This is an optimization exercise on Yosys and OpenROAD, whose aim is a short achievable clock period and few clock cycles, not a production implementation. Only simulation tests tie the RTL to the original design; equivalence was not proved. The flow treats the clock pin as an ideal source. Dropping or thinning the clock tree relies on that and would not hold on a real chip. Power figures rest on the tool's default switching activity, not on a simulated workload.

job 102:
Design processor, start of the top module:
module processor (
    input  logic  clock,
    input  logic  rst_n,
    output cpu_pkg::addr_t fetch_address,
    input  cpu_pkg::word_t instruction,
    output cpu_pkg::addr_t memory_address,
    output logic  memory_read,
    output logic  memory_write,
    output cpu_pkg::word_t memory_write_data,
    input  cpu_pkg::word_t memory_read_data
);
Size in the first run: ~9300 cells after synthesis, roughly 160 I/O pins, about 100000 um^2 of cells after synthesis.
clock: 10.0 ns
lec_check: 0
cap_margin: 20
core_margin: 2
core_utilization: 50
slew_margin: 20
synth_hierarchical: 1
synth_minimum_keep_size: 0
standard.sh (not shown) runs the stock make flow with config.mk's settings and CLKGATE_MAP_FILE= SYNTH_SCRIPT=/design/flow/synth_recipe.tcl, a recipe that flattens the netlist after the stock synthesis.
==> flow/flow/run.sh <==
#!/bin/bash
# The standard ORFS layout (standard.sh), with these changes to how it works:
# - timing repair aims 7.3 ns below the 10 ns clock (SETUP_SLACK_MARGIN; the SDC
#   is unchanged, the margin only sets how far repair_timing goes);
# - the clock tree is built by flow/mycts.tcl (through the PRE_CTS_TCL hook):
#   four root buffers at the clock port, each driving four middle buffers,
#   each driving leaf buffers over balanced clusters of about 14 flip-flops,
#   instead of TritonCTS's tree.
set -uo pipefail
here=$(pwd)
export SETUP_SLACK_MARGIN=7.3
export PRE_CTS_TCL=$here/flow/pre_cts.tcl
export MYCTS_PER_LEAF=14
export MYCTS_NMID=16
bash standard.sh > make_flow.log 2>&1
Other scripts of this flow, unchanged in this note and not shown: flow/flow/mycts.tcl, flow/flow/pre_cts.tcl
Testbench counts of job 102, summed over its fixed seeds: cycles 34,950.
Relative to job 102, the following input files were edited for job 105:
diff --git a/flow/design.v b/flow/design.v
--- a/flow/design.v
+++ b/flow/design.v
@@ -129,18 +129,18 @@
     assign redir_z1 = j || ((beq || bne) && pred_z1);
     assign redir_z0 = j || ((beq || bne) && pred_z0);
 endmodule
 `default_nettype wire
 `default_nettype none
 module register_file (
     input  logic        clock,
     input  logic        rst_n,
-    input  logic [3:0][31:0] rs_sel,    
-    input  logic [3:0][31:0] rt_sel,
+    input  logic [31:0] rs_sel,
+    input  logic [31:0] rt_sel,
     output logic [31:0] rs_data,
     output logic [31:0] rt_data,
     output logic [31:1] valid_next,    
     input  logic [4:0]  write_idx,
     input  logic [31:0] write_data,
     input  logic        write_en
 );
     logic [31:1][31:0] regs;
@@ -163,48 +163,34 @@
     end
     genvar b, k;
     generate
         for (b = 0; b < 32; b++) begin : g_bit
             logic [15:0] s1, t1;
             logic [3:0]  s2, t2;
             logic [1:0]  s3, t3;
             for (k = 0; k < 16; k++) begin : g_l1
-                c_aoi22 u_s (.a1(rs_sel[b/8][2*k]), .a2(rd[2*k][b]), .b1(rs_sel[b/8][2*k+1]),
+                c_aoi22 u_s (.a1(rs_sel[2*k]), .a2(rd[2*k][b]), .b1(rs_sel[2*k+1]),
                              .b2(rd[2*k+1][b]), .y(s1[k]));
-                c_aoi22 u_t (.a1(rt_sel[b/8][2*k]), .a2(rd[2*k][b]), .b1(rt_sel[b/8][2*k+1]),
+                c_aoi22 u_t (.a1(rt_sel[2*k]), .a2(rd[2*k][b]), .b1(rt_sel[2*k+1]),
                              .b2(rd[2*k+1][b]), .y(t1[k]));
             end
             for (k = 0; k < 4; k++) begin : g_l2
                 c_nand4 u_s (.a(s1[4*k]), .b(s1[4*k+1]), .c(s1[4*k+2]), .d(s1[4*k+3]), .y(s2[k]));
                 c_nand4 u_t (.a(t1[4*k]), .b(t1[4*k+1]), .c(t1[4*k+2]), .d(t1[4*k+3]), .y(t2[k]));
             end
             for (k = 0; k < 2; k++) begin : g_l3
                 c_nor2 u_s (.a(s2[2*k]), .b(s2[2*k+1]), .y(s3[k]));
                 c_nor2 u_t (.a(t2[2*k]), .b(t2[2*k+1]), .y(t3[k]));
             end
             c_nand2 u_s (.a(s3[0]), .b(s3[1]), .y(rs_data[b]));
             c_nand2 u_t (.a(t3[0]), .b(t3[1]), .y(rt_data[b]));
         end
     endgenerate
 endmodule
-module read_select (
-    input  logic [4:0]  idx,
-    input  logic        m_wr,
-    input  logic [4:0]  m_dst,
-    input  logic [31:1] valid_next,
-    output logic [31:0] sel
-);
-    logic byp;
-    assign byp = m_wr && m_dst == idx;
-    always_comb begin
-        sel[0] = byp;
-        for (int i = 1; i < 32; i++) sel[i] = (idx == 5'(i)) && !byp && valid_next[i];
-    end
-endmodule
 `default_nettype wire
 `default_nettype none
 module c_inv (input logic a, output logic y);
     assign y = ~a;
 endmodule
 module c_nand2 (input logic a, input logic b, output logic y);
     assign y = ~(a & b);
 endmodule
@@ -683,17 +669,17 @@
     logic [31:0] pc;                  
     logic        d_valid;
     logic [4:0]  d_rs, d_rt, d_dst;
     logic        d_wr, d_lw, d_sw, d_beq, d_bne, d_use_imm, d_addiu;
     logic [31:0] d_imm;
     logic [4:0]  d_op;
     logic        d_pred, d_redirect;
     logic [31:0] d_tgt;
-    logic [3:0][31:0] d_rs_sel, d_rt_sel;   
+    logic [31:0] d_rs_sel, d_rt_sel;   
     logic [31:0] e_a, e_b, e_t;
     logic [6:0]  e_fa, e_fb;
     logic [7:0]  e_fx;
     logic [3:0]  e_ft;
     logic [4:0]  e_op_n;
     logic [6:0]  e_op_l;
     logic [1:0]  e_op_ll;
     logic        e_addr_l;
@@ -746,26 +732,29 @@
         .use_imm   (f_use_imm),
         .imm       (f_imm),
         .sx        (f_sx),
         .alu_op    (f_op),
         .pred      (f_pred_static),
         .redirect  (f_redirect_static),
         .target    (f_tgt)
     );
-    logic [3:0][31:0] n_rs_sel, n_rt_sel;
-    logic [31:1]      rf_valid_next;
-    generate
-        for (genvar k = 0; k < 4; k++) begin : g_rsel
-            read_select u_rs (.idx(f_rs), .m_wr(m_wr), .m_dst(m_dst), .valid_next(rf_valid_next),
-                              .sel(n_rs_sel[k]));
-            read_select u_rt (.idx(f_rt), .m_wr(m_wr), .m_dst(m_dst), .valid_next(rf_valid_next),
-                              .sel(n_rt_sel[k]));
+    logic        n_rs_byp, n_rt_byp;
+    logic [31:0] n_rs_sel, n_rt_sel;
+    logic [31:1] rf_valid_next;
+    assign n_rs_byp = m_wr && m_dst == f_rs;
+    assign n_rt_byp = m_wr && m_dst == f_rt;
+    always_comb begin
+        n_rs_sel[0] = n_rs_byp;
+        n_rt_sel[0] = n_rt_byp;
+        for (int i = 1; i < 32; i++) begin
+            n_rs_sel[i] = (f_rs == 5'(i)) && !n_rs_byp && rf_valid_next[i];
+            n_rt_sel[i] = (f_rt == 5'(i)) && !n_rt_byp && rf_valid_next[i];
         end
-    endgenerate
+    end
     logic       mispredict;
     logic [7:0] mis_if_leq, mis_if_lne, mis_if_leq_n, mis_if_lne_n;
     logic [7:0] eq_l, ne_l;       
     logic [31:0] rs_val, rt_val_d;
     register_file register_file_inst (
         .clock      (clock),
         .rst_n      (rst_n),
         .rs_sel     (d_rs_sel),
==> run summary <==
[job 105] number of buffers inserted to repair setup after CTS fell 19 relative to job 102
Compared with job 102, job 105 shows a power that is 1.7 mW lower.
Job 102 → job 105: minimum period implied by the final worst setup slack -0.019 ns; first-iteration detailed-routing DRC count went down.
A launching element of the worst setup path of e_fb[4] is what job 105 shows, while m_addr[9] belongs to job 102.
Between job 102 and job 105, the flow reports horizontal die dimension decreasing by a few percent.
Testbench counts of job 105, summed over its fixed seeds: cycles 34,950.
No run of this note takes its clock network from TritonCTS; it comes from the design's own scripts or RTL.

static timing again, ports no longer ideal:
The results above use ideal ports. As a check the final layouts listed here were re-extracted and re-timed, cells and wires unchanged.
Step 1 sets driving cells, clkbuf_16 on the clock port and buf_2 on the other inputs (assumed; they add their load-dependent delay and slew).
Step 2 moves the port delays by t, midway between the first and last clock arrival at a register: inputs arrive t later, outputs are due t later. That takes back most of the time a late clock gives input paths.
a / b / c = ideal / step 1 / step 2; a / b = the first two.
run | t, ns | setup WS [ns] | clock arrival spread, ns
job 102 | 0.846 | 6.810 / 6.598 / 6.140 | 0.113 / 0.113
job 105 | 0.780 | 6.829 / 6.686 / 6.183 | 0.100 / 0.101
After both steps every run listed still meets setup and hold. For job 102, which loses most, drivers alone change the setup slack by -0.212 ns; drivers and shift together by -0.670 ns.
